Background: an optimization exercise with open tools, aiming at small area, a short achievable clock period and few clock cycles. Do not read the settings as production practice.
At most, simulation tests tie the RTL to the original design; equivalence was not proved.
Only the layout flow was run in runs 1 to 3, 5 and 6; the RTL was not checked for function there.

**run.sh**
```bash
#!/bin/bash
# synth_recipe.tcl (not shown) runs the flow's synth.tcl, then flattens the netlist and writes it again
# the make line also repeats each setting of config.mk as NAME=value (left out here)
make -C /OpenROAD-flow-scripts/flow DESIGN_CONFIG=/design/flow/config.mk WORK_HOME=/design/flow/orfs CLKGATE_MAP_FILE= SYNTH_SCRIPT=/design/flow/synth_recipe.tcl finish
```
**config.mk**
```make
export PLATFORM = sky130hd
export DESIGN_NAME = ntwrk_size_tracker
export DESIGN_NICKNAME = ntwrk_size_tracker
export VERILOG_FILES = /design/flow/design.v
export SDC_FILE = /design/flow/constraint.sdc
export NUM_CORES = 4
export LEC_CHECK = 0
export CAP_MARGIN = 20
export CORE_MARGIN = 2
export CORE_UTILIZATION = 40
export SETUP_SLACK_MARGIN = 3.5
export SLEW_MARGIN = 20
```
**constraint.sdc**
```tcl
create_clock -name core_clock -period 10.0 [get_ports {clk}]
set_input_delay 2.0000 -clock core_clock [delete_from_list [all_inputs] [get_ports {clk}]]
set_output_delay 2.0000 -clock core_clock [all_outputs]
set_load 0.01 [all_outputs]
```
**design.v**
```verilog
package ntwrk_size_pkg;
    localparam int NTWRK_ID_W = 4;
    typedef enum logic [2:0] {
        CMD_IGNORE = 3'd0,
        CMD_NEW    = 3'd1,
        CMD_WR_A   = 3'd2,
        CMD_WR_B   = 3'd3,
        CMD_MERGE  = 3'd4,
        CMD_LOOKUP = 3'd5,
        CMD_UPDATE = 3'd6,
        CMD_RSVD   = 3'd7
    } ntwrk_cmd_id_e;
    typedef struct packed {
        logic [NTWRK_ID_W-1:0] ntwrkb;
        logic [NTWRK_ID_W-1:0] ntwrka;
        ntwrk_cmd_id_e         id;
    } ntwrk_size_cmd_t;
endpackage
import ntwrk_size_pkg::*;
module ntwrk_size_tracker
#(
    parameter int NUM_CONNS  = 8,
    parameter int NUM_POINTS = 1000,
    parameter int SIZE_W     = $clog2(NUM_POINTS) + 1,
    parameter int TOP_K      = 3,
    parameter int PROD_W     = SIZE_W * TOP_K
) (
    input  logic              clk,
    input  logic              rst,
    input  logic              cmd_vld,
    output logic              cmd_rdy,
    input  ntwrk_size_pkg::ntwrk_size_cmd_t cmd,
    output logic              rsp_vld,
    input  logic              rsp_rdy,
    output logic [PROD_W-1:0] rsp_data,
    output logic              rsp_is_prod,
    output logic              busy,
    output logic              err
);
    localparam int N  = 8;
    localparam int W  = 11;
    localparam int R  = 3;                
    localparam int ND = (W + R - 1) / R;  
    localparam int PW = 33;
    typedef enum logic [1:0] {E_IDLE, E_P2, E_P3, E_MUL} eng_e;
    logic [W-1:0] size_q [N];
    logic [N-1:0] vld;
    logic         err_q;
    logic         rdy_q;
    logic         pend_q, pend_upd_q;
    logic [W-1:0] pend_v_q;
    eng_e         eng_q;
    logic [W-1:0] t0_q, t1_q, t2_q;
    logic [N-1:0] excl_q;
    logic         ebusy_q, dirty_q, pia_q;
    logic         ph2_q, first_q;
    logic [1:0]   k_q;
    logic         rsp_vld_q, rsp_prod_q;
    logic [PW-1:0] acc_q;
    always_comb for (int i = 0; i < N; i++) vld[i] = |size_q[i];
    logic rsp_free;
    assign rsp_free = !rsp_vld_q || rsp_rdy;
    assign cmd_rdy     = rdy_q;
    assign busy        = !rdy_q;
    assign err         = err_q;
    assign rsp_vld     = rsp_vld_q;
    assign rsp_is_prod = rsp_prod_q;
    assign rsp_data    = acc_q;
    logic [2:0] op;
    logic [3:0] ca, cb;
    logic       acc_cmd;
    assign op      = cmd.id;
    assign ca      = cmd.ntwrka;
    assign cb      = cmd.ntwrkb;
    assign acc_cmd = cmd_vld && rdy_q;
    logic is_new, is_wr, is_mrg, is_lkp, is_upd, is_rsv;
    assign is_new = (op == CMD_NEW);
    assign is_wr  = (op == CMD_WR_A) || (op == CMD_WR_B);
    assign is_mrg = (op == CMD_MERGE);
    assign is_lkp = (op == CMD_LOOKUP);
    assign is_upd = (op == CMD_UPDATE);
    assign is_rsv = (op == CMD_RSVD);
    logic is_wrb;
    assign is_wrb = (op == CMD_WR_B);
    logic [W-1:0] sa, sb, addend, wdata;
    logic [W:0]   sum;
    logic [W-1:0] opnd;
    assign sa     = size_q[ca[2:0]];
    assign sb     = size_q[cb[2:0]];
    assign opnd   = is_wrb ? sb : sa;
    assign addend = is_mrg ? sb : W'(1);
    assign sum    = {1'b0, opnd} + {1'b0, addend};
    assign wdata  = sum[W] ? {W{1'b1}} : sum[W-1:0];
    logic ra_ok, a_in, b_in, va, vb, ab_eq, mrg_ok;
    assign a_in   = !ca[3];
    assign b_in   = !cb[3];
    assign ra_ok  = is_wrb ? (b_in && vb) : (a_in && va);
    assign va     = vld[ca[2:0]];
    assign vb     = vld[cb[2:0]];
    assign ab_eq  = (ca == cb);
    assign mrg_ok = a_in && b_in && va && vb;
    logic cmd_err;
    always_comb begin
        cmd_err = 1'b0;
        if (is_new) cmd_err = !a_in || va;
        if (is_wr)  cmd_err = !ra_ok || sum[W];
        if (is_mrg) cmd_err = !ab_eq && (!mrg_ok || sum[W]);
        if (is_rsv) cmd_err = 1'b1;
    end
    logic [N-1:0] we_new, we_w, we_clr;
    always_comb begin
        for (int i = 0; i < N; i++) begin
            we_new[i] = acc_cmd && is_new && a_in && (ca[2:0] == 3'(i));
            we_w[i]   = acc_cmd && ((is_wr && ra_ok) || (is_mrg && !ab_eq && mrg_ok))
                        && (is_wrb ? (cb[2:0] == 3'(i)) : (ca[2:0] == 3'(i)));
            we_clr[i] = acc_cmd && is_mrg && !ab_eq && mrg_ok && (cb[2:0] == 3'(i));
        end
    end
    logic [W-1:0] lk_val;
    assign lk_val = ca[3] ? '0 : sa;
    logic [W:0]   key [N];
    logic [N-1:0] win;
    logic [W:0]   gk [2];
    logic [3:0]   gw [2];
    logic [W:0]   k3;
    always_comb begin
        for (int i = 0; i < N; i++) key[i] = {!(excl_q[i] && ebusy_q), size_q[i]};
        for (int g = 0; g < 2; g++) begin
            logic c01, c02, c03, c12, c13, c23;
            c01 = key[4*g+1] > key[4*g];
            c02 = key[4*g+2] > key[4*g];
            c03 = key[4*g+3] > key[4*g];
            c12 = key[4*g+2] > key[4*g+1];
            c13 = key[4*g+3] > key[4*g+1];
            c23 = key[4*g+3] > key[4*g+2];
            gw[g][0] = !c01 && !c02 && !c03;
            gw[g][1] =  c01 && !c12 && !c13;
            gw[g][2] =  c02 &&  c12 && !c23;
            gw[g][3] =  c03 &&  c13 &&  c23;
            gk[g] = '0;
            for (int j = 0; j < 4; j++) gk[g] = gk[g] | (key[4*g+j] & {(W+1){gw[g][j]}});
        end
        if (gk[1] > gk[0]) begin
            k3  = gk[1];
            win = {gw[1], 4'b0};
        end else begin
            k3  = gk[0];
            win = {4'b0, gw[0]};
        end
    end
    logic [W-1:0]    x_lo, y_op;
    logic [2*W-1:0]  x_op;
    logic [ND*R-1:0] y_pad;
    logic [1:0]      msd, k_eff;
    logic [R-1:0]    dig;
    logic [PW-1:0]   acc_next;
    logic            mul_go, mul_last;
    assign x_lo  = {t0_q[W-1:1], t0_q[0] | ~|t0_q};
    assign x_op  = ph2_q ? {t1_q, t0_q} : {{W{1'b0}}, x_lo};
    assign y_op  = ph2_q ? {t2_q[W-1:1], t2_q[0] | ~|t2_q}
                         : {t1_q[W-1:1], t1_q[0] | ~|t1_q};
    assign y_pad = (ND*R)'(y_op);
    always_comb begin
        msd = '0;
        for (int d = 1; d < ND; d++) if (|y_pad[d*R +: R]) msd = 2'(d);
    end
    assign k_eff    = first_q ? msd : k_q;
    assign dig      = y_pad[k_eff*R +: R];
    assign acc_next = (first_q ? '0 : (acc_q << R)) + PW'(x_op * dig);
    assign mul_go   = (eng_q == E_P3 || eng_q == E_MUL) && (!rsp_vld_q || rsp_rdy);
    assign mul_last = (k_eff == 2'd0);
    logic chg, cache_ok;
    assign chg      = |{we_new, we_w, we_clr};
    assign cache_ok = pia_q && !dirty_q;
    logic idle, lk_direct, up_direct, up_start, cmd_hold, pend_lk_go, pend_up_go, pend_up_start;
    assign idle          = (eng_q == E_IDLE);
    assign lk_direct     = acc_cmd && is_lkp && idle && rsp_free;
    assign up_direct     = acc_cmd && is_upd && idle && cache_ok && rsp_free;
    assign up_start      = acc_cmd && is_upd && idle && !cache_ok;
    assign cmd_hold      = acc_cmd && ((is_lkp && !(idle && rsp_free)) ||
                                       (is_upd && !(idle && (rsp_free || !cache_ok))));
    assign pend_lk_go    = pend_q && !pend_upd_q && idle && rsp_free;
    assign pend_up_go    = pend_q &&  pend_upd_q && idle && cache_ok && rsp_free;
    assign pend_up_start = pend_q &&  pend_upd_q && idle && !cache_ok;
    eng_e eng_d;
    logic pend_d;
    always_comb begin
        eng_d = eng_q;
        case (eng_q)
            E_IDLE: if (up_start || pend_up_start) eng_d = E_P2;
            E_P2:   eng_d = E_P3;
            E_P3:   eng_d = (mul_go && mul_last && ph2_q) ? E_IDLE : E_MUL;
            E_MUL:  if (mul_go && mul_last && ph2_q) eng_d = E_IDLE;
            default: eng_d = E_IDLE;
        endcase
        pend_d = pend_q;
        if (cmd_hold) pend_d = 1'b1;
        else if (pend_lk_go || pend_up_go || pend_up_start) pend_d = 1'b0;
    end
    always_ff @(posedge clk or posedge rst) begin
        if (rst) begin
            for (int i = 0; i < N; i++) size_q[i] <= '0;
            err_q      <= 1'b0;
            rdy_q      <= 1'b1;
            pend_q     <= 1'b0;
            pend_upd_q <= 1'b0;
            eng_q      <= E_IDLE;
            ebusy_q    <= 1'b0;
            ph2_q      <= 1'b0;
            first_q    <= 1'b1;
            dirty_q    <= 1'b1;
            pia_q      <= 1'b0;
            rsp_vld_q  <= 1'b0;
            rsp_prod_q <= 1'b0;
        end else begin
            for (int i = 0; i < N; i++) begin
                if (we_new[i])      size_q[i] <= W'(2);
                else if (we_w[i])   size_q[i] <= wdata;
                else if (we_clr[i]) size_q[i] <= '0;
            end
            if (acc_cmd && cmd_err) err_q <= 1'b1;
            pend_q <= pend_d;
            if (cmd_hold) pend_upd_q <= is_upd;
            rdy_q  <= !pend_d && (eng_d != E_P2);
            eng_q   <= eng_d;
            ebusy_q <= (eng_d != E_IDLE);
            if (chg) dirty_q <= 1'b1;
            else if (eng_d == E_P2 && idle) dirty_q <= 1'b0;
            if (mul_go) begin
                first_q <= mul_last;
                if (mul_last) ph2_q <= !ph2_q;
            end
            if (lk_direct || pend_lk_go) begin
                rsp_prod_q <= 1'b0;
                rsp_vld_q  <= 1'b1;
                pia_q      <= 1'b0;
            end else if ((mul_go && mul_last && ph2_q) || up_direct || pend_up_go) begin
                rsp_prod_q <= 1'b1;
                rsp_vld_q  <= 1'b1;
                pia_q      <= 1'b1;
            end else if (rsp_rdy) begin
                rsp_vld_q  <= 1'b0;
            end
        end
    end
    always_ff @(posedge clk) begin
        if (cmd_hold) pend_v_q <= lk_val;
        case (eng_q)
            E_IDLE: begin
                t0_q   <= k3[W-1:0];
                excl_q <= win;
            end
            E_P2: begin
                t1_q   <= k3[W-1:0];
                excl_q <= excl_q | win;
            end
            E_P3: t2_q <= k3[W-1:0];
            default: ;
        endcase
        if (mul_go) begin
            acc_q <= acc_next;
            k_q   <= k_eff - 2'd1;
            if (mul_last && !ph2_q) begin
                t0_q <= acc_next[W-1:0];
                t1_q <= acc_next[2*W-1:W];
            end
        end
        if (lk_direct)  acc_q <= PW'(lk_val);
        if (pend_lk_go) acc_q <= PW'(pend_v_q);
    end
endmodule
```
==> run summary, run 1 <==
largest net degree at the start of global routing 59; setup TNS 0 ns; mean post-synth cell area 8.281 µm²; R2R Path End acc_q[32]; DIE WIDTH 213.9 µm; CP Depth 24; r2r startpoint t2_q[6]; Yosys Warn Count 5; Die H 213.9 µm; Worst-path clk slew 0.08 ns; Post-synth ARST share 0.5348; Worst Reg-to-Reg Cells 24; WP data required 10.40 ns; wire length per cell 26.03 µm; Mapped Cells 2,129; nets 2,379; layout cells sized above 1 0.06716; DRC 0; pins over their slew limit 0; post-synthesis sequential area ratio 0.2654; worst-path cell chain nor3_1 -> mux2i_1 -> a211oi_1 -> o22ai_2 -> buf_4 -> mux4_2 -> nor2_1 -> nor2_1 -> buf_4 -> and2_1 -> fa_1 -> inv_1 -> fa_1 -> inv_1 -> ha_1 -> a21oi_1 -> nor2_1 -> o41a_1 -> o211ai_1 -> a21oi_1 -> a2111oi_1 -> o21ai_0 -> mux2i_1 -> nor2_1; Fin. Hold Viols 0; syn nets 2,377; # diodes 0; CP endpoint acc_q[32]; setup slack, reg-to-reg 3.80 ns; Bufs and invs on worst path 4; Top Family by Delay on Critical Path compound AO/OA/AOI/OAI gates; ys flop type dfrtp_1; worst slew pin tran 1.065 ns; DRT Wirelength 71,040 µm; routability congestion estimate 0.9924; # hold bufs at CTS 0; DP Cell Count 2,686; core area 43,270 µm²; Starting Density 0.4075; DRT Pass-1 Iters 6; CTS tree built; Num CTS Buffers 17; Post-synth EDFFs 43; crit path DAT 6.60 ns; slowest cell on the critical path fa_1; # Max-Cap Violations 0; number of routed nets with antenna violations 0; gr usage total 0.3072; Clock Latency Late Sink 0.51 ns; routed wl met3 5714 µm; period utilisation layout 0.6201; I/O Pins 53; Final min period 6.201 ns; Netlist cell types 87; crit path from t2_q[6]; WL met2 32,600 µm; Worst slew margin 0.2866; CP dominant cell by count nor2_1; mapped cell area 17,630 µm²; DR vias/cell 6.398; DR top layer met4; area grow syn2layout 10.10%; Vias 17.46k; Non-Filler Instances 2,729; flops & latches, synth 187; IO buf count 52; vias in the first global route 16.93k; clk_skew 0.01577 ns; total grt overflow 0; global-route wire length before repair 106,200 µm; f_max 0.1613 GHz; startpoint types register; number of DRC markers in iteration 0 2,121; CP peak stage delay 0.59 ns; Critical Path Fanout Max 13; # clock sinks 187; Max Buffers Root-to-Sink 2; worst setup path class reg2reg; status no timing/DRC/antenna violations; initial antenna violation count 0; H-tree depth 4; unrepaired setup endpoints after global routing no; dpl hpwl 53,380 µm; CP Capture Type register; met1 wire length 29,290 µm; Rows 76; Worst Hold Class reg2reg; clk root buf clkbuf_16; setup violators final 0; full die area 45,770 µm²
[kinds of logic (layout without fill, tap and decap cells)]
group,after synthesis,after routing,share of synthesized area
muxes,34,34,0.02683
buffers and inverters,254,269,0.05742
and+or+nand+nor,748,748,0.2108
DFF,187,187,0.2654
AOI/OAI and AO/OA,639,639,0.2390
xor gates and xnor gates,34,34,0.01689
adders and majority gates,233,233,0.1837
[Yosys cell counts (all sizes together), types with 6 or more instances]
cell type / n / area share
nor2b: 61 / 0.022
mux2i: 21 / 0.012
nand2b: 26 / 0.0092
nand3: 152 / 0.043
o21ai: 175 / 0.050
nand2: 171 / 0.037
a22o: 23 / 0.011
nand3b: 7 / 0.0030
and2: 20 / 0.0071
nor2: 156 / 0.033
a31oi: 15 / 0.0060
o22ai: 8 / 0.0035
a211oi: 15 / 0.0064
a21oi: 147 / 0.042
and3: 10 / 0.0035
nor4: 29 / 0.011
a21o: 34 / 0.014
xor2: 17 / 0.0084
xnor2: 17 / 0.0084
o21a: 8 / 0.0034
a221oi: 25 / 0.012
buf: 38 / 0.011
edfxtp: 43 / 0.073
o211ai: 29 / 0.013
dfxtp: 44 / 0.050
ha: 190 / 0.13
a211o: 15 / 0.0075
a21boi: 6 / 0.0026
mux4: 10 / 0.013
a221o: 9 / 0.0051
clkbuf: 68 / 0.014
or3: 11 / 0.0039
nand4: 32 / 0.011
dfrtp: 97 / 0.14
a222oi: 7 / 0.0040
o31ai: 14 / 0.0060
and4: 11 / 0.0055
fa: 43 / 0.049
nor3: 46 / 0.013
inv: 148 / 0.032
or2: 9 / 0.0032
a22oi: 61 / 0.026
[cell type report]
class / instances / area [µm²]
fillers: 4375 / 23860
clock inverters: 15 / 153.9
inverters: 148 / 561.8
flip-flops and latches: 187 / 4683
clock buffers: 17 / 425.4
well taps: 585 / 732.0
multi-input cells: 1688 / 12040
repair buffers: 89 / 812.0
[worst min-delay path, stage by stage (launching register included)]
cell and delay [ns]:
dfxtp_1 0.33, nand2_1 0.07, nand3_2 0.05
[routing by layer]
layer  up-vias  track usage
met5         -            0
met4         0       0.1536
met3       185      0.06262
met2       798       0.4873
met1      8585       0.3977
li1       7893            -
[sequential cells by signal, summed over array words and instances (netlist names), 2 cells and up]
register and cells:
acc_q 33, eng_q 2, excl_q 8, k_q 2, pend_v_q 11, size_q 88, t0_q 11, t1_q 11
t2_q 11
[worst min path at each step]
stage | end | depth (start not counted) | from
6_report | acc_q[31] | 2 | acc_q[31]
5_1_grt | err_q | 1 | err_q
3_3_place_gp | acc_q[31] | 2 | acc_q[31]
3_5_place_dp | acc_q[31] | 2 | acc_q[31]
4_1_cts | acc_q[31] | 2 | acc_q[31]
2_1_floorplan | acc_q[31] | 2 | acc_q[31]
[stage by stage]
stage | utilization | instance area (µm²) | hold WS [ns] | worst slack [ns]
3_3_place_gp | 0.4304 | 18620 | 0.4434 | 2.712
5_1_grt | 0.4486 | 19410 | 0.5111 | 3.445
2_1_floorplan | - | 17630 | 0.4901 | 4.012
3_5_place_dp | 0.4304 | 18620 | 0.4570 | 2.687
4_1_cts | 0.4445 | 19230 | 0.4817 | 3.484
6_report | 0.4486 | 19410 | 0.4803 | 3.799
[repair_timing]
item	4_1_cts	5_1_grt
resized for setup	9	22
pin swaps	1	3
setup endpoints to repair	56	96
setup buffers	0	11
[cells in the final DEF (no fill, tap or decap), types with 17 or more instances in the layout]
cell type and instances:
ha_1 190, o21ai_0 170, nand2_1 164, nand3_1 151
inv_1 146, a21oi_1 146, nor2_1 144, dfrtp_1 96
a22oi_1 61, nor2b_1 58, clkdlybuf4s50_1 48, dfxtp_1 44
fa_1 43, edfxtp_1 43, nor3_1 42, a21o_1 34
nand4_1 32, buf_4 32, o211ai_1 28, nor4_1 26
nand2b_1 26, a221oi_1 25, a22o_1 23, mux2i_1 20
and2_1 19, xor2_1 17, xnor2_1 17, clkbuf_16 17
==> run 2, diff against run 1 <==
--- a/config.mk
+++ b/config.mk
@@ -9,4 +9,4 @@
 export CORE_MARGIN = 2
 export CORE_UTILIZATION = 40
-export SETUP_SLACK_MARGIN = 3.5
+export SETUP_SLACK_MARGIN = 4.5
 export SLEW_MARGIN = 20
==> run summary, run 2 <==
status no timing/DRC/antenna violations; Post-synth EDFFs 43; DR vias/cell 6.479; syn nets 2,377; unrepaired setup endpoints after global routing yes; routability congestion estimate 0.9922; pins over their slew limit 0; mean post-synth cell area 8.281 µm²; Vias 18.05k; Final min period 5.733 ns; period utilisation layout 0.5733; Post-synth ARST share 0.5348; DIE WIDTH 213.9 µm; number of DRC markers in iteration 0 1,929; Synth top area share 0.1377; cell area after layout 20,800 µm²; max reg flops 88; Worst Reg-to-Reg Cells 23; total grt overflow 0; Worst-path clk slew 0.08 ns; flops & latches, synth 187; WP data required 10.45 ns; H-tree depth 4; synth top area cells dfrtp_1 14%, ha_1 13%, edfxtp_1 7.3%; global-route wire length before repair 107,800 µm; area grow syn2layout 17.98%; Starting Density 0.4075; commonest non-fill, non-tap cells in the layout 183 x ha_1, 161 x nand2_1, 151 x o21ai_0; min-delay src err_q; I/O Pins 53; IO buf count 52; DRT Pass-1 Iters 8; # clock sinks 187; Synth top cells by count 190 x ha_1, 170 x o21ai_0, 165 x nand2_1; ys flop type dfrtp_1; mapped cell area 17,630 µm²; nets 2,435; worst-path cell chain nor3_2 -> mux2i_2 -> a211oi_2 -> o22ai_4 -> mux4_2 -> nor2_2 -> nor2_1 -> buf_6 -> and2_1 -> fa_1 -> inv_1 -> fa_1 -> buf_6 -> fa_2 -> nor2b_4 -> o31a_1 -> o22a_4 -> a2111oi_4 -> o31ai_1 -> and2_1 -> o41a_4 -> a31o_1 -> nand3_2; crit path DAT 6.19 ns; commonest non-fill, non-tap cell in the layout ha_1; Mapped Cells 2,129; DRT Wirelength 72,900 µm; clk root buf clkbuf_16; worst slew pin tran 0.9316 ns; gr usage total 0.3111; Biggest register size_q; dpl hpwl 51,530 µm; CTS tree built; number of routed nets with antenna violations 0; Top Family by Delay on Critical Path compound AO/OA/AOI/OAI gates; Num CTS Buffers 17; CP Capture Type register; initial antenna violation count 0; setup TNS 0 ns; Yosys Warn Count 5; Synth area leader dfrtp_1; CP peak stage delay 0.58 ns; Worst slew margin 0.3767; wire length per cell 26.17 µm; # Max-Cap Violations 0; setup slack, reg-to-reg 4.27 ns; largest net degree at the start of global routing 64; DRC 0; R2R Path End acc_q[31]; Min-Delay Endpoint err_q; Bufs and invs on worst path 3; setup violators final 0; Clock Latency Late Sink 0.52 ns; top-count cell post-synth ha_1; f_max 0.1744 GHz; Die H 213.9 µm; Worst Hold Class reg2reg; slowest cell on the critical path fa_1; startpoint types register; vias in the first global route 17.41k; post-synthesis sequential area ratio 0.2654; full die area 45,770 µm²; Max Buffers Root-to-Sink 2; Min-Delay Path Depth 1; DP Area 18,670 µm²; Netlist cell types 87; Rows 76; r2r startpoint t2_q[6]; layout cells sized above 1 0.1386; Fin. Hold Viols 0; core area 43,270 µm²; # hold bufs at CTS 0; biggest regs size_q (88), acc_q (33); worst setup path class reg2reg; Critical Path Fanout Max 7; clk_skew 0.03306 ns
==> run 2: cells by family after synthesis <==
logic type | after synthesis | synth area share
AND/OR/NAND/NOR | 748 | 0.2108
AO/OA/AOI/OAI | 639 | 0.2390
buffers and inverters | 254 | 0.05742
adder cells (fa/ha/maj) | 233 | 0.1837
flip-flops | 187 | 0.2654
XOR/XNOR | 34 | 0.01689
multiplexers | 34 | 0.02683
==> run 2: worst max-delay path by stage <==
stage                  from            end  slack (ns)  depth (start not counted)
CTS                   ph2_q      acc_q[29]        4.41                         22
global placement     cmd[8]   size_q[6][9]        2.90                         17
detailed placement   cmd[8]   size_q[6][9]        2.68                         17
global route        t2_q[6]      acc_q[31]        4.07                         22
floorplan            cmd[5]  size_q[0][10]        4.51                         15
finish              t2_q[6]      acc_q[31]        4.27                         23
==> run 2: worst reg2reg max path, stage by stage (launching register included) <==
cell and delay (ns):
edfxtp_1 0.42, nor3_2 0.25, mux2i_2 0.12, a211oi_2 0.33
o22ai_4 0.17, mux4_2 0.36, nor2_2 0.13, nor2_1 0.05
buf_6 0.14, and2_1 0.17, fa_1 0.47, inv_1 0.05
fa_1 0.58, buf_6 0.11, fa_2 0.24, nor2b_4 0.05
o31a_1 0.34, o22a_4 0.30, a2111oi_4 0.41, o31ai_1 0.10
and2_1 0.17, o41a_4 0.42, a31o_1 0.26, nand3_2 0.06
==> run 2: repair_timing <==
item                       4_1_cts  5_1_grt
pin swaps                       34       42
cloned                           5        4
resized for setup               92      126
setup endpoints to repair      154      151
setup buffers                   41       21
==> run 2: layout make-up <==
class                           instances  area [µm²]
Multi-Input combinational cell       1688       12750
Timing Repair Buffer                  144        1481
Antenna cell                            1       2.502
Clock buffer                           18       429.2
Sequential cell                       187        4691
Inverter                              148       569.3
Fill cell                            4236       22470
Clock inverter                         14       143.9
Tap cell                              585       732.0
Timing Repair inverter                  1       5.005
==> run 2: routing by layer <==
layer	GRT usage	wire length [µm]	vias to the layer above	part of all wire
met2	0.4833	32260	1014	0.44
met4	0.1823	4594	0	0.063
li1	-	-	8015	-
met5	0	0	-	0
met1	0.3962	28960	8730	0.40
met3	0.07114	7090	291	0.097
==> run 2: metrics by stage <==
step	instances	util	hold WS, ns	setup WS (ns)
6_report	2786	0.4807	0.4797	4.267
3_5_place_dp	2682	0.4316	0.4553	2.676
3_3_place_gp	2682	0.4315	0.4432	2.898
2_1_floorplan	2129	-	0.4901	4.505
5_1_grt	2785	0.4807	0.5164	4.066
4_1_cts	2760	0.4626	0.4751	4.408
==> run 3, diff against run 2 <==
--- a/config.mk
+++ b/config.mk
@@ -9,4 +9,4 @@
 export CORE_MARGIN = 2
 export CORE_UTILIZATION = 40
-export SETUP_SLACK_MARGIN = 4.5
+export SETUP_SLACK_MARGIN = 5
 export SLEW_MARGIN = 20
==> run summary, run 3 <==
status no timing/DRC/antenna violations; Multi-input gate area 13,570 µm²; slowest cell on the critical path dfrtp_2; Critical Path Fanout Max 6; largest net degree at the start of global routing 59; max reg flops 88; flops & latches, synth 187; Synth top area share 0.1377; Worst-path clk slew 0.08 ns; startpoint types register; Synth top cells by count 190 x ha_1, 170 x o21ai_0, 165 x nand2_1; Post-synth ARST share 0.5348; Fin. Hold Viols 0; setup violators final 0; total grt overflow 0; setup TNS 0 ns; commonest non-fill, non-tap cell in the layout ha_1; layout cells sized above 1 0.2554; H-tree depth 4; DP Cell Count 2,679; DRT Wirelength 76,630 µm; Num CTS Buffers 17; number of routed nets with antenna violations 0; # Max-Cap Violations 0; top-count cell post-synth ha_1; IO buf count 52; initial antenna violation count 0; clk_skew 0.01592 ns; Vias 18.90k; pins over their slew limit 0; CP Capture Type register; DR vias/cell 6.483; area grow syn2layout 31.72%; vias in the first global route 18.03k; Netlist cell types 87; Starting Density 0.4075; syn nets 2,377; wire length per cell 26.28 µm; Synth area leader dfrtp_1; crit path DAT 6.05 ns; dpl hpwl 51,150 µm; ys flop type dfrtp_1; Max Buffers Root-to-Sink 2; full die area 45,770 µm²; unrepaired setup endpoints after global routing yes; biggest regs size_q (88), acc_q (33); # clock sinks 187; number of DRC markers in iteration 0 2,268; Post-synth EDFFs 43; Worst slew margin 0.3625; Die H 213.9 µm; Rows 76; worst slew pin tran 0.9527 ns; nets 2,565; mapped cell area 17,630 µm²; period utilisation layout 0.5621; commonest non-fill, non-tap cells in the layout 173 x ha_1, 157 x nand2_1, 149 x nand3_1; register area 4710 µm²; Clock Latency Late Sink 0.51 ns; routability congestion estimate 1.015; synth top area cells dfrtp_1 14%, ha_1 13%, edfxtp_1 7.3%; WP data required 10.43 ns; Mapped Cells 2,129; mean post-synth cell area 8.281 µm²; worst setup path class reg2reg; DRC 0; CTS tree built; Worst Hold Class reg2reg; I/O Pins 53; f_max 0.1779 GHz; Biggest register size_q; gr usage total 0.3236; fill count 3,881; Final min period 5.621 ns; global-route wire length before repair 111,900 µm; CP dominant cell by count buf_4; Non-Filler Instances 2,916; DRT Pass-1 Iters 6; clk root buf clkbuf_16; Yosys Warn Count 5; core area 43,270 µm²; DIE WIDTH 213.9 µm; CP peak stage delay 0.47 ns; post-synthesis sequential area ratio 0.2654
## run 3: cell counts after synthesis
No cell type changed its count.
## run 3: worst max-delay path: cells and delay by family, from the launching register on
kind / cells / cell delay (ns)
AOI/OAI and AO/OA: 8 / 1.87
adders and majority gates: 4 / 1.21
buffers and inverters: 9 / 1.14
DFF: 1 / 0.47
muxes: 2 / 0.44
and+or+nand+nor: 3 / 0.40
## run 3: metrics by stage
step	util	area [µm²]	worst slack, ns	hold WS, ns
2_1_floorplan	-	17980	4.708	0.4989
3_3_place_gp	0.4341	18780	2.973	0.4539
3_5_place_dp	0.4342	18790	2.915	0.4565
4_1_cts	0.5064	21910	4.443	0.4758
5_1_grt	0.5367	23220	4.191	0.4932
6_report	0.5367	23220	4.379	0.4714
## run 3: final timing paths
kind | start | end | slack, ns | cells past startpoint
hold reg to reg | acc_q[31] | acc_q[31] | 0.47 | 2
setup / recovery | ph2_q | acc_q[29] | 4.38 | 26
max in group asynchronous | rst | ebusy_q | 6.76 | 3
min in group asynchronous | rst | size_q[7][6] | 1.90 | 2
setup reg to reg | ph2_q | acc_q[29] | 4.38 | 26
hold / removal | acc_q[31] | acc_q[31] | 0.47 | 2
## run 3: layout make-up
cell class | instances | share of cell area
Antenna cell | 1 | 0.0001078
Clock buffer | 17 | 0.01832
Clock inverter | 15 | 0.008136
Inverter | 148 | 0.02484
Multi-Input combinational cell | 1692 | 0.5843
Sequential cell | 187 | 0.2028
Tap cell | 585 | 0.03152
Timing Repair Buffer | 270 | 0.1298
Timing Repair inverter | 1 | 0.0002155
## run 3: logic make-up (layout without fill, tap and decap cells)
group,Yosys count,count (layout),synth area share
AO/OA/AOI/OAI,639,642,0.2390
XOR/XNOR,34,34,0.01689
adder cells (fa/ha/maj),233,233,0.1837
buffers and inverters,254,451,0.05742
flip-flops,187,187,0.2654
multiplexers,34,35,0.02683
other,0,1,0
AND/OR/NAND/NOR,748,748,0.2108
## run 3: repair_timing
action,in CTS,in global routing
setup endpoints to repair,159,156
gates resized for setup,255,194
setup buffers,129,56
pin swaps,62,72
hold buffers,0,0
endpoints found under the hold margin,0,0
gates cloned,18,1
## run 3: routing by layer
metal	wire length (µm)	part of all wire	vias up	global-route usage
li1	-	-	8303	-
met1	30490	0.40	9124	0.4199
met2	33200	0.43	1155	0.4920
met3	7318	0.095	321	0.06731
met4	5624	0.073	0	0.2040
met5	0	0	-	0
==> run 4, diff against run 3 <==
--- a/design.v
+++ b/design.v
@@ -167,5 +167,8 @@
     assign k_eff    = first_q ? msd : k_q;
     assign dig      = y_pad[k_eff*R +: R];
-    assign acc_next = (first_q ? '0 : (acc_q << R)) + PW'(x_op * dig);
+    assign acc_next = (first_q ? '0 : (acc_q << R))
+                    + PW'(x_op & {(2*W){dig[0]}})
+                    + (PW'(x_op & {(2*W){dig[1]}}) << 1)
+                    + (PW'(x_op & {(2*W){dig[2]}}) << 2);
     assign mul_go   = (eng_q == E_P3 || eng_q == E_MUL) && (!rsp_vld_q || rsp_rdy);
     assign mul_last = (k_eff == 2'd0);
--- a/config.mk
+++ b/config.mk
@@ -9,4 +9,4 @@
 export CORE_MARGIN = 2
 export CORE_UTILIZATION = 40
-export SETUP_SLACK_MARGIN = 5
+export SETUP_SLACK_MARGIN = 4.5
 export SLEW_MARGIN = 20
==> run summary, run 4 <==
Final Core Density 0.4857; nets 2,417; Num CTS Buffers 17; vias in the first global route 17.09k; synth top area cells dfrtp_1 14%, ha_1 14%, edfxtp_1 7.4%; # Max-Cap Violations 0; Rows 76; area grow syn2layout 19.42%; H-tree depth 4; global-route wire length before repair 111,400 µm; Worst Hold Class reg2reg; unrepaired setup endpoints after global routing yes; post-synthesis sequential area ratio 0.2665; DRT Pass-1 Iters 7; wire length per cell 27.28 µm; Worst slew margin 0.2423; Post-synth EDFFs 43; initial antenna violation count 5; Clock Latency Late Sink 0.49 ns; CP Capture Type register; mean post-synth cell area 8.372 µm²; ys flop type dfrtp_1; core area 43,170 µm²; Yosys Warn Count 5; Final min period 5.505 ns; startpoint types input port; DRC 0; commonest non-fill, non-tap cell in the layout nand2_1; CTS tree built; fill count 4,251; Vias 17.98k; Critical Path Fanout Max 8; Synth area leader dfrtp_1; Synth top area share 0.1383; gr usage total 0.3349; layout cells sized above 1 0.1473; Post-synth ARST share 0.5348; max reg flops 88; f_max 0.1817 GHz; biggest regs size_q (88), acc_q (33); Mapped Cells 2,097; worst slew pin tran 1.132 ns; setup slack, reg-to-reg 4.49 ns; # clock sinks 187; Die H 213.5 µm; routability congestion estimate 1.073; pins over their slew limit 0; DRT Wirelength 75,490 µm; commonest non-fill, non-tap cells in the layout 215 x nand2_1, 183 x ha_1, 176 x inv_1; setup TNS 0 ns; mapped cell area 17,560 µm²; number of DRC markers in iteration 0 2,313; largest net degree at the start of global routing 64; Max Buffers Root-to-Sink 2; WP data required 10.34 ns; # hold bufs at CTS 0; worst setup path class in2reg; Worst-path clk slew 0.07 ns; setup violators final 0; full die area 45,580 µm²; dpl hpwl 55,090 µm; top-count cell post-synth nand2_1; number of routed nets with antenna violations 0; DIE WIDTH 213.5 µm; DR vias/cell 6.499; Fin. Hold Viols 0; Synth top cells by count 222 x nand2_1, 194 x ha_1, 184 x inv_1; crit path DAT 5.84 ns; I/O Pins 53; Biggest register size_q; period utilisation layout 0.5505; IO buf count 52; status no timing/DRC/antenna violations; Starting Density 0.4067; syn nets 2,348; DP Cell Count 2,659; clk_skew 0.01647 ns; Netlist cell types 83; Non-Filler Instances 2,767; flops & latches, synth 187; total grt overflow 0; clk root buf clkbuf_16
run 4: cell count changes in the layout (fill, tap and decap cells not counted), sizes merged, moves of 22 or more:
cell   previous run  this run
nor2            156       112
o21ai           175       149
mux2i            22        46
buf             212       100
nand3           152       128
a21o             34        56
a21oi           150       109
a22oi            61        24
nand2           171       222
inv             151       187
run 4: kinds of logic after synthesis:
| family | share of synthesized area |
|---|---|
| AO/OA/AOI/OAI | 0.2165 |
| XOR/XNOR | 0.02095 |
| adder cells (fa/ha/maj) | 0.1861 |
| buffers and inverters | 0.06414 |
| flip-flops | 0.2665 |
| multiplexers | 0.04803 |
| AND/OR/NAND/NOR | 0.1978 |
run 4: stage by stage:
stage / area [µm²] / hold WS (ns) / setup WS (ns)
floorplan: 17670 / 0.4708 / 4.518
global placement: 18660 / 0.4415 / 2.860
detailed placement: 18660 / 0.4459 / 2.783
CTS: 20120 / 0.4633 / 4.454
global route: 20960 / 0.4808 / 4.284
finish: 20970 / 0.4444 / 4.495
run 4: final timing paths:
path,depth (start not counted),startpoint,to
setup / recovery,19,cmd[3],err_q
hold / removal,2,acc_q[31],acc_q[31]
setup reg to reg,24,ph2_q,t1_q[6]
hold reg to reg,2,acc_q[31],acc_q[31]
max in group asynchronous,3,rst,ebusy_q
min in group asynchronous,2,rst,size_q[5][10]
run 4: area by class of cell:
type,count,area (µm²),share of cell area
Multi-Input combinational cell,1620,12660,0.6037
Sequential cell,187,4688,0.2236
Timing Repair Buffer,156,1612,0.07686
Tap cell,585,732.0,0.03491
Inverter,184,708.2,0.03378
Clock buffer,21,460.4,0.02196
Clock inverter,11,100.1,0.004774
Antenna cell,3,7.507,0.0003581
run 4: routing by layer:
layer / wire length, µm / vias to the layer above / global-route usage
met1: 30450 / 8796 / 0.4329
met3: 7840 / 306 / 0.1019
met2: 32410 / 1035 / 0.5057
met5: 50 / - / 0
met4: 4736 / 2 / 0.1710
li1: - / 7843 / -
run 4: worst max-delay path, cell delays in order:
cell and delay (ns):
clkbuf_4 0.17, buf_12 0.15, clkinvlp_4 0.22, and3_2 0.35
a221oi_4 0.40, nor2_2 0.10, nand2_1 0.08, o21ai_0 0.09
ha_1 0.32, nand2_1 0.10, o21ai_2 0.08, o41a_1 0.41
a211o_1 0.37, a21oi_4 0.19, o21bai_4 0.18, buf_12 0.19
buf_4 0.14, a21oi_1 0.15, o211ai_1 0.12
run 4: timing repair:
action / CTS / global route
cloned: 7 / 2
pin swaps: 28 / 54
resized for setup: 101 / 135
buffers inserted: 36 / 28
endpoints found under the setup margin: 157 / 148
Testbench counts of run 4, summed over its fixed seeds: cycles 6,298.
==> run 5, diff against run 4 <==
--- a/design.v
+++ b/design.v
@@ -149,22 +149,29 @@
         end
     end
-    logic [W-1:0]    x_lo, y_op;
+    logic [W-1:0]    x_lo;
     logic [2*W-1:0]  x_op;
-    logic [ND*R-1:0] y_pad;
-    logic [1:0]      msd, k_eff;
-    logic [R-1:0]    dig;
+    logic [ND*R-1:0] p1, p2;
+    logic [1:0]      msd1, msd2, k_eff;
+    logic [R-1:0]    d1f, d1n, d2f, d2n, dig;
     logic [PW-1:0]   acc_next;
     logic            mul_go, mul_last;
-    assign x_lo  = {t0_q[W-1:1], t0_q[0] | ~|t0_q};
-    assign x_op  = ph2_q ? {t1_q, t0_q} : {{W{1'b0}}, x_lo};
-    assign y_op  = ph2_q ? {t2_q[W-1:1], t2_q[0] | ~|t2_q}
-                         : {t1_q[W-1:1], t1_q[0] | ~|t1_q};
-    assign y_pad = (ND*R)'(y_op);
-    always_comb begin
-        msd = '0;
-        for (int d = 1; d < ND; d++) if (|y_pad[d*R +: R]) msd = 2'(d);
-    end
-    assign k_eff    = first_q ? msd : k_q;
-    assign dig      = y_pad[k_eff*R +: R];
+    assign x_lo = {t0_q[W-1:1], t0_q[0] | ~|t0_q};
+    assign x_op = ph2_q ? {t1_q, t0_q} : {{W{1'b0}}, x_lo};
+    assign p1   = (ND*R)'({t1_q[W-1:1], t1_q[0] | ~|t1_q});
+    assign p2   = (ND*R)'({t2_q[W-1:1], t2_q[0] | ~|t2_q});
+    always_comb begin
+        msd1 = '0;
+        msd2 = '0;
+        for (int d = 1; d < ND; d++) begin
+            if (|p1[d*R +: R]) msd1 = 2'(d);
+            if (|p2[d*R +: R]) msd2 = 2'(d);
+        end
+    end
+    assign d1f   = p1[msd1*R +: R];
+    assign d1n   = p1[k_q*R +: R];
+    assign d2f   = p2[msd2*R +: R];
+    assign d2n   = p2[k_q*R +: R];
+    assign dig   = ph2_q ? (first_q ? d2f : d2n) : (first_q ? d1f : d1n);
+    assign k_eff = first_q ? (ph2_q ? msd2 : msd1) : k_q;
     assign acc_next = (first_q ? '0 : (acc_q << R))
                     + PW'(x_op & {(2*W){dig[0]}})
==> run summary, run 5 <==
Top Family by Delay on Critical Path compound AO/OA/AOI/OAI gates; Min-Delay Path Depth 2; largest net degree at the start of global routing 64; worst-path cell chain or3_4 -> o21ai_2 -> a21o_1 -> mux2_4 -> a21oi_4 -> inv_2 -> mux2i_1 -> buf_4 -> nor2b_4 -> fa_1 -> fa_1 -> ha_2 -> inv_2 -> fa_2 -> nor2b_2 -> o31a_1 -> o311ai_2 -> nand2_2 -> a211oi_4 -> o31ai_4 -> o211ai_1 -> xnor2_1 -> a22o_1; slowest cell on the critical path fa_1; Biggest register size_q; r2r startpoint t2_q[6]; biggest regs size_q (88), acc_q (33); Synth top cells by count 239 x nand2_1, 194 x ha_1, 155 x inv_1; # diodes 0; DRT Pass-1 Iters 6; IO buf count 52; global-route wire length before repair 109,400 µm; min-delay src acc_q[13]; Max Buffers Root-to-Sink 2; Synth area leader dfrtp_1; Fin. Hold Viols 0; synth top area cells dfrtp_1 13%, ha_1 13%, edfxtp_1 7.1%; dpl hpwl 55,190 µm; DRC 0; fill count 4,320; status no timing/DRC/antenna violations; Rows 78; setup slack, reg-to-reg 4.46 ns; Critical Path Fanout Max 5; Yosys Warn Count 5; WP data required 10.39 ns; unrepaired setup endpoints after global routing yes; layout cells sized above 1 0.1663; Post-synth ARST share 0.5348; f_max 0.1804 GHz; register area 4707 µm²; top-count cell post-synth nand2_1; total grt overflow 0; syn nets 2,371; max reg flops 88; # clock sinks 187; R2R Path End acc_q[31]; number of DRC markers in iteration 0 2,289; Vias 18.12k; Netlist cell types 96; initial antenna violation count 1; DR vias/cell 6.469; Post-synth EDFFs 43; number of routed nets with antenna violations 0; Multi-input gate area 13,440 µm²; mapped cell area 18,240 µm²; I/O Pins 53; clk_skew 0.02538 ns; Die H 217.5 µm; commonest non-fill, non-tap cell in the layout nand2_1; worst setup path class reg2reg; Bufs and invs on worst path 3; ys flop type dfrtp_1; Worst slew margin 0.2622; CP Capture Type register; startpoint types register; H-tree depth 4; # hold bufs at CTS 0; pins over their slew limit 0; flops & latches, synth 187; full die area 47,320 µm²; Mapped Cells 2,120; CP peak stage delay 0.55 ns; Clock Latency Late Sink 0.51 ns; worst slew pin tran 1.095 ns; Final min period 5.543 ns; Worst Hold Class reg2reg; CTS tree built; routability congestion estimate 1.034; wire length per cell 26.95 µm; setup violators final 0; gr usage total 0.3120; Worst Reg-to-Reg Cells 23; clk root buf clkbuf_16; Min-Delay Endpoint acc_q[13]; commonest non-fill, non-tap cells in the layout 236 x nand2_1, 187 x ha_1, 146 x inv_1; area grow syn2layout 17.55%; Num CTS Buffers 17; DIE WIDTH 217.5 µm; Worst Hold Margin 0.4713 ns; Worst-path clk slew 0.08 ns; period utilisation layout 0.5543; DRT Wirelength 75,490 µm; nets 2,439; setup TNS 0 ns; Starting Density 0.4036; post-synthesis sequential area ratio 0.2565; vias in the first global route 17.27k; core area 45,190 µm²; mean post-synth cell area 8.603 µm²; Synth top area share 0.1331; crit path DAT 5.93 ns; # Max-Cap Violations 0
[run 5: stage by stage]
| step | cells | setup WS (ns) | cell area (µm²) | utilization |
|---|---|---|---|---|
| floorplan | 2120 | 4.498 | 18390 | - |
| global placement | 2711 | 2.868 | 19420 | 0.4299 |
| detailed placement | 2711 | 2.868 | 19430 | 0.4299 |
| CTS | 2777 | 4.392 | 20630 | 0.4566 |
| global route | 2801 | 4.202 | 21440 | 0.4744 |
| finish | 2801 | 4.457 | 21440 | 0.4744 |
[run 5: cell type report]
| cell class | instances | share of cell area |
|---|---|---|
| clock buffer | 17 | 0.01984 |
| sequential | 187 | 0.2196 |
| timing repair buffer | 142 | 0.06338 |
| clock inverter | 15 | 0.007704 |
| multi-input combinational | 1685 | 0.6269 |
| tap | 600 | 0.03502 |
| inverter | 155 | 0.02761 |
[run 5: how the worst max path moves through the flow]
| stage | startpoint | endpoint | slack (ns) | cells after the start |
|---|---|---|---|---|
| CTS | t2_q[8] | acc_q[31] | 4.39 | 23 |
| global route | t2_q[7] | acc_q[31] | 4.20 | 24 |
| finish | t2_q[6] | acc_q[31] | 4.46 | 23 |
| global placement | first_q | acc_q[22] | 2.87 | 22 |
| floorplan | cmd[3] | size_q[5][1] | 4.50 | 20 |
| detailed placement | first_q | acc_q[22] | 2.87 | 22 |
[run 5: logic make-up (layout without fill, tap and decap cells)]
family	Yosys count	after routing	synth area share
adder cells (fa/ha/maj)	236	236	0.1792
AO/OA/AOI/OAI	564	564	0.2191
XOR/XNOR	39	39	0.01873
buffers and inverters	248	329	0.05379
flip-flops	187	187	0.2565
multiplexers	98	98	0.06579
AND/OR/NAND/NOR	748	748	0.2069
[run 5: what timing repair did]
| action | in CTS | in global routing |
|---|---|---|
| endpoints found under the setup margin | 160 | 138 |
| pin swaps | 30 | 46 |
| resized for setup | 106 | 125 |
| gates cloned | 1 | 3 |
| setup buffers | 33 | 21 |
[run 5: layer usage]
| layer | GRT usage | vias to the layer above | part of all wire |
|---|---|---|---|
| met4 | 0.1525 | 2 | 0.051 |
| met2 | 0.4683 | 1038 | 0.43 |
| met1 | 0.4140 | 8867 | 0.41 |
| met3 | 0.08326 | 267 | 0.11 |
| met5 | 0 | - | 0.00013 |
| li1 | - | 7947 | - |
[run 5: worst reg2reg max path, delay by kind of cell, from the launching register on]
kind | cells | cell delay (ns)
muxes | 2 | 0.48
DFF | 1 | 0.39
adders and majority gates | 4 | 1.40
buffers and inverters | 3 | 0.32
xor gates and xnor gates | 1 | 0.11
AOI/OAI and AO/OA | 9 | 2.03
and+or+nand+nor | 4 | 0.72
==> run 6, diff against run 5 <==
--- a/design.v
+++ b/design.v
@@ -43,5 +43,5 @@
     localparam int ND = (W + R - 1) / R;  
     localparam int PW = 33;
-    typedef enum logic [1:0] {E_IDLE, E_P2, E_P3, E_MUL} eng_e;
+    typedef enum logic [1:0] {E_IDLE, E_P3, E_MUL} eng_e;
     logic [W-1:0] size_q [N];
     logic [N-1:0] vld;
@@ -120,8 +120,9 @@
     assign lk_val = ca[3] ? '0 : sa;
     logic [W:0]   key [N];
-    logic [N-1:0] win;
-    logic [W:0]   gk [2];
-    logic [3:0]   gw [2];
-    logic [W:0]   k3;
+    logic [N-1:0] win, win2;
+    logic [W:0]   gk [2], gs [2];
+    logic [3:0]   gw [2], gsw [2];
+    logic [W:0]   k3, k3b;
+    logic         cf, c1s, c0s;
     always_comb begin
         for (int i = 0; i < N; i++) key[i] = {!(excl_q[i] && ebusy_q), size_q[i]};
@@ -138,40 +139,48 @@
             gw[g][2] =  c02 &&  c12 && !c23;
             gw[g][3] =  c03 &&  c13 &&  c23;
+            gsw[g][0] = (c01 ^ c02 ^ c03) && !(c01 && c02 && c03);
+            gsw[g][1] = (!c01 ^ c12 ^ c13) && !(!c01 && c12 && c13);
+            gsw[g][2] = (!c02 ^ !c12 ^ c23) && !(!c02 && !c12 && c23);
+            gsw[g][3] = (!c03 ^ !c13 ^ !c23) && !(!c03 && !c13 && !c23);
             gk[g] = '0;
-            for (int j = 0; j < 4; j++) gk[g] = gk[g] | (key[4*g+j] & {(W+1){gw[g][j]}});
-        end
-        if (gk[1] > gk[0]) begin
+            gs[g] = '0;
+            for (int j = 0; j < 4; j++) begin
+                gk[g] = gk[g] | (key[4*g+j] & {(W+1){gw[g][j]}});
+                gs[g] = gs[g] | (key[4*g+j] & {(W+1){gsw[g][j]}});
+            end
+        end
+        cf  = gk[1] > gk[0];
+        c1s = gs[1] > gk[0];
+        c0s = gs[0] > gk[1];
+        if (cf) begin
             k3  = gk[1];
             win = {gw[1], 4'b0};
+            if (c1s) begin k3b = gs[1]; win2 = {gsw[1], 4'b0}; end
+            else     begin k3b = gk[0]; win2 = {4'b0, gw[0]};  end
         end else begin
             k3  = gk[0];
             win = {4'b0, gw[0]};
-        end
-    end
-    logic [W-1:0]    x_lo;
+            if (c0s) begin k3b = gs[0]; win2 = {4'b0, gsw[0]}; end
+            else     begin k3b = gk[1]; win2 = {gw[1], 4'b0};  end
+        end
+    end
+    logic [W-1:0]    x_lo, y_op;
     logic [2*W-1:0]  x_op;
-    logic [ND*R-1:0] p1, p2;
-    logic [1:0]      msd1, msd2, k_eff;
-    logic [R-1:0]    d1f, d1n, d2f, d2n, dig;
+    logic [ND*R-1:0] y_pad;
+    logic [1:0]      msd, k_eff;
+    logic [R-1:0]    dig;
     logic [PW-1:0]   acc_next;
     logic            mul_go, mul_last;
-    assign x_lo = {t0_q[W-1:1], t0_q[0] | ~|t0_q};
-    assign x_op = ph2_q ? {t1_q, t0_q} : {{W{1'b0}}, x_lo};
-    assign p1   = (ND*R)'({t1_q[W-1:1], t1_q[0] | ~|t1_q});
-    assign p2   = (ND*R)'({t2_q[W-1:1], t2_q[0] | ~|t2_q});
-    always_comb begin
-        msd1 = '0;
-        msd2 = '0;
-        for (int d = 1; d < ND; d++) begin
-            if (|p1[d*R +: R]) msd1 = 2'(d);
-            if (|p2[d*R +: R]) msd2 = 2'(d);
-        end
-    end
-    assign d1f   = p1[msd1*R +: R];
-    assign d1n   = p1[k_q*R +: R];
-    assign d2f   = p2[msd2*R +: R];
-    assign d2n   = p2[k_q*R +: R];
-    assign dig   = ph2_q ? (first_q ? d2f : d2n) : (first_q ? d1f : d1n);
-    assign k_eff = first_q ? (ph2_q ? msd2 : msd1) : k_q;
+    assign x_lo  = {t0_q[W-1:1], t0_q[0] | ~|t0_q};
+    assign x_op  = ph2_q ? {t1_q, t0_q} : {{W{1'b0}}, x_lo};
+    assign y_op  = ph2_q ? {t2_q[W-1:1], t2_q[0] | ~|t2_q}
+                         : {t1_q[W-1:1], t1_q[0] | ~|t1_q};
+    assign y_pad = (ND*R)'(y_op);
+    always_comb begin
+        msd = '0;
+        for (int d = 1; d < ND; d++) if (|y_pad[d*R +: R]) msd = 2'(d);
+    end
+    assign k_eff    = first_q ? msd : k_q;
+    assign dig      = y_pad[k_eff*R +: R];
     assign acc_next = (first_q ? '0 : (acc_q << R))
                     + PW'(x_op & {(2*W){dig[0]}})
@@ -198,6 +207,5 @@
         eng_d = eng_q;
         case (eng_q)
-            E_IDLE: if (up_start || pend_up_start) eng_d = E_P2;
-            E_P2:   eng_d = E_P3;
+            E_IDLE: if (up_start || pend_up_start) eng_d = E_P3;
             E_P3:   eng_d = (mul_go && mul_last && ph2_q) ? E_IDLE : E_MUL;
             E_MUL:  if (mul_go && mul_last && ph2_q) eng_d = E_IDLE;
@@ -232,9 +240,9 @@
             pend_q <= pend_d;
             if (cmd_hold) pend_upd_q <= is_upd;
-            rdy_q  <= !pend_d && (eng_d != E_P2);
+            rdy_q  <= !pend_d;
             eng_q   <= eng_d;
             ebusy_q <= (eng_d != E_IDLE);
             if (chg) dirty_q <= 1'b1;
-            else if (eng_d == E_P2 && idle) dirty_q <= 1'b0;
+            else if (eng_d == E_P3 && idle) dirty_q <= 1'b0;
             if (mul_go) begin
                 first_q <= mul_last;
@@ -259,9 +267,6 @@
             E_IDLE: begin
                 t0_q   <= k3[W-1:0];
-                excl_q <= win;
-            end
-            E_P2: begin
-                t1_q   <= k3[W-1:0];
-                excl_q <= excl_q | win;
+                t1_q   <= k3b[W-1:0];
+                excl_q <= win | win2;
             end
             E_P3: t2_q <= k3[W-1:0];
==> run summary, run 6 <==
status no timing/DRC/antenna violations; Num CTS Buffers 17; setup TNS 0 ns; post-synthesis sequential area ratio 0.2393; Synth top area share 0.1472; synth top area cells ha_1 15%, dfrtp_1 12%, edfxtp_1 6.6%; Worst Hold Class reg2reg; H-tree depth 4; routability congestion estimate 1.028; # Max-Cap Violations 0; I/O Pins 53; Non-Filler Instances 3,118; Worst-path clk slew 0.08 ns; setup violators final 0; crit path from cmd[3]; DRT Pass-1 Iters 12; # hold bufs at CTS 0; syn nets 2,627; top-count cell post-synth nand2_1; max reg flops 88; flops & latches, synth 187; DIE WIDTH 225.1 µm; wire length per cell 26.92 µm; # diodes 0; full die area 50,670 µm²; DP Cell Count 2,922; Max Buffers Root-to-Sink 2; pins over their slew limit 0; number of routed nets with antenna violations 0; worst slew pin tran 1.142 ns; startpoint types input port; initial antenna violation count 0; Yosys Warn Count 7; r2r startpoint ph2_q; Starting Density 0.4028; period utilisation layout 0.5566; vias in the first global route 19.20k; largest net degree at the start of global routing 77; f_max 0.1797 GHz; met2 usage 0.5050; DR vias/cell 6.538; Synth top cells by count 271 x nand2_1, 230 x ha_1, 180 x inv_1; Clock Latency Late Sink 0.50 ns; total grt overflow 0; Rows 81; worst setup path class in2reg; Synth area leader ha_1; WP data required 10.32 ns; unrepaired setup endpoints after global routing yes; clk root buf clkbuf_16; Adder-Cell Fraction of Synth Area 0.1902; Compound-Gate Fraction of Synth Area 0.2457; Critical Path Fanout Max 8; busiest grt layer met2; global-route wire length before repair 121,300 µm; dpl hpwl 59,040 µm; gr usage total 0.3207; IO buf count 52; ys flop type dfrtp_1; Simple-Gate Fraction of Synth Area 0.1953; xor and xnor area share after synthesis 0.02061; crit path DAT 5.89 ns; mux cell area share after synthesis 0.04684; Post-synth ARST share 0.5348; number of DRC markers in iteration 0 2,507; area grow syn2layout 23.45%; mapped cell area 19,550 µm²; fill count 4,503; layout cells sized above 1 0.2312; Vias 20.39k; Fin. Hold Viols 0; nets 2,770; Netlist cell types 105; Mapped Cells 2,340; DRC 0; Biggest register size_q; Final min period 5.566 ns; min-delay src acc_q[30]; mean post-synth cell area 8.356 µm²; met1 usage 0.4158; biggest regs size_q (88), acc_q (33); largest family of logic cells by synthesized area compound AO/OA/AOI/OAI gates; DRT Wirelength 83,950 µm; commonest non-fill, non-tap cells in the layout 261 x nand2_1, 200 x ha_1, 163 x inv_1; # clock sinks 187; Die H 225.1 µm; commonest non-fill, non-tap cell in the layout nand2_1; Post-synth EDFFs 43; clk_skew 0.01793 ns; CP Capture Type register; core area 48,550 µm²; CTS tree built; routing usage on met3 0.06310; Worst slew margin 0.2381
[run 6: cell types whose count changed after synthesis, sizes merged, moves of 22 or more]
| cell | before | now |
|---|---|---|
| o21ai | 138 | 160 |
| nand3 | 54 | 96 |
| inv | 155 | 189 |
| a21oi | 115 | 154 |
| nand2 | 239 | 273 |
| nor2b | 72 | 48 |
| mux2i | 76 | 41 |
| ha | 194 | 230 |
| o2bb2ai | 0 | 39 |
| a21o | 22 | 46 |
[run 6: kinds of logic (layout without fill, tap and decap cells)]
group / count (synthesis) / after routing
AOI/OAI and AO/OA: 687 / 689
xor gates and xnor gates: 46 / 46
DFF: 187 / 187
buffers and inverters: 305 / 456
adders and majority gates: 272 / 272
muxes: 65 / 67
and+or+nand+nor: 778 / 779
[run 6: area by class of cell]
class / instances / area [µm²] / area share
clock buffers: 21 / 460.4 / 0.01908
flip-flops and latches: 187 / 4761 / 0.1972
repair buffers: 233 / 2158 / 0.08942
clock inverters: 11 / 101.3 / 0.004199
well taps: 622 / 778.2 / 0.03224
multi-input cells: 1853 / 15130 / 0.6266
inverters: 191 / 753.2 / 0.03120
[run 6: repair_timing]
item	in CTS	in global routing
pin swaps	39	70
setup buffers	56	95
resized for setup	169	226
gates cloned	7	6
setup endpoints to repair	157	145
[run 6: stage by stage]
stage | instance area [µm²] | util | hold WS [ns] | worst slack, ns
detailed placement | 20540 | 0.4231 | 0.4480 | 2.512
floorplan | 19670 | - | 0.4839 | 4.500
global route | 24140 | 0.4972 | 0.4789 | 4.236
finish | 24140 | 0.4972 | 0.4550 | 4.434
global placement | 20530 | 0.4230 | 0.4436 | 2.590
CTS | 22320 | 0.4597 | 0.4659 | 4.498
[run 6: worst max-delay path: stages]
cell,delay (ns)
clkbuf_4,0.18
buf_12,0.16
buf_4,0.14
mux4_2,0.48
mux2i_1,0.70
a21oi_1,0.17
ha_1,0.37
or2_2,0.31
a21oi_1,0.37
a21oi_4,0.12
nor2_2,0.62
o21ai_0,0.25
[run 6: worst paths after layout]
check / end / cells after the start / slack (ns)
worst max-delay path: size_q[2][6] / 12 / 4.43
worst min-delay path: acc_q[30] / 2 / 0.46
worst max register to register: t1_q[9] / 26 / 4.49
worst min register to register: acc_q[30] / 2 / 0.46
max in group asynchronous: size_q[4][8] / 3 / 6.76
min in group asynchronous: ebusy_q / 2 / 1.87
[run 6: per-layer routing]
layer	share of wire	up-vias
met1	0.39	9879
met2	0.45	1273
li1	-	8931
met5	0	-
met4	0.060	0
met3	0.10	304

-- static timing again, ports no longer ideal --
The results above use ideal ports. As a check the final layouts listed here were re-extracted and re-timed, cells and wires unchanged.
Step 1 (the two cells are an assumption about what drives the block):
set clk [get_ports {clk}]
set_driving_cell -lib_cell sky130_fd_sc_hd__clkbuf_16 $clk
set_driving_cell -lib_cell sky130_fd_sc_hd__buf_2 [delete_from_list [all_inputs] $clk]
Step 2, shift: input delay + t, output delay - t, t = (earliest + latest rising clock arrival at the registers) / 2. This alone moves slack from input paths to output paths.
a / b / c = ideal / step 1 / step 2; a / b = the first two.
run | t (ns) | setup slack, ns | clock arrival spread, ns
run 1 | 0.557 | 3.799 / 3.799 / 3.359 | 0.016 / 0.015
run 2 | 0.565 | 4.267 / 4.267 / 4.124 | 0.033 / 0.033
run 3 | 0.562 | 4.379 / 4.379 / 4.159 | 0.016 / 0.016
run 4 | 0.540 | 4.495 / 4.498 / 3.987 | 0.019 / 0.018
run 5 | 0.554 | 4.457 / 4.457 / 4.050 | 0.029 / 0.028
run 6 | 0.546 | 4.434 / 4.471 / 3.925 | 0.018 / 0.018
After both steps every run listed still meets setup and hold. The setup slack of run 6, which loses most, moves by +0.037 ns with the drivers and by -0.509 ns with both steps.
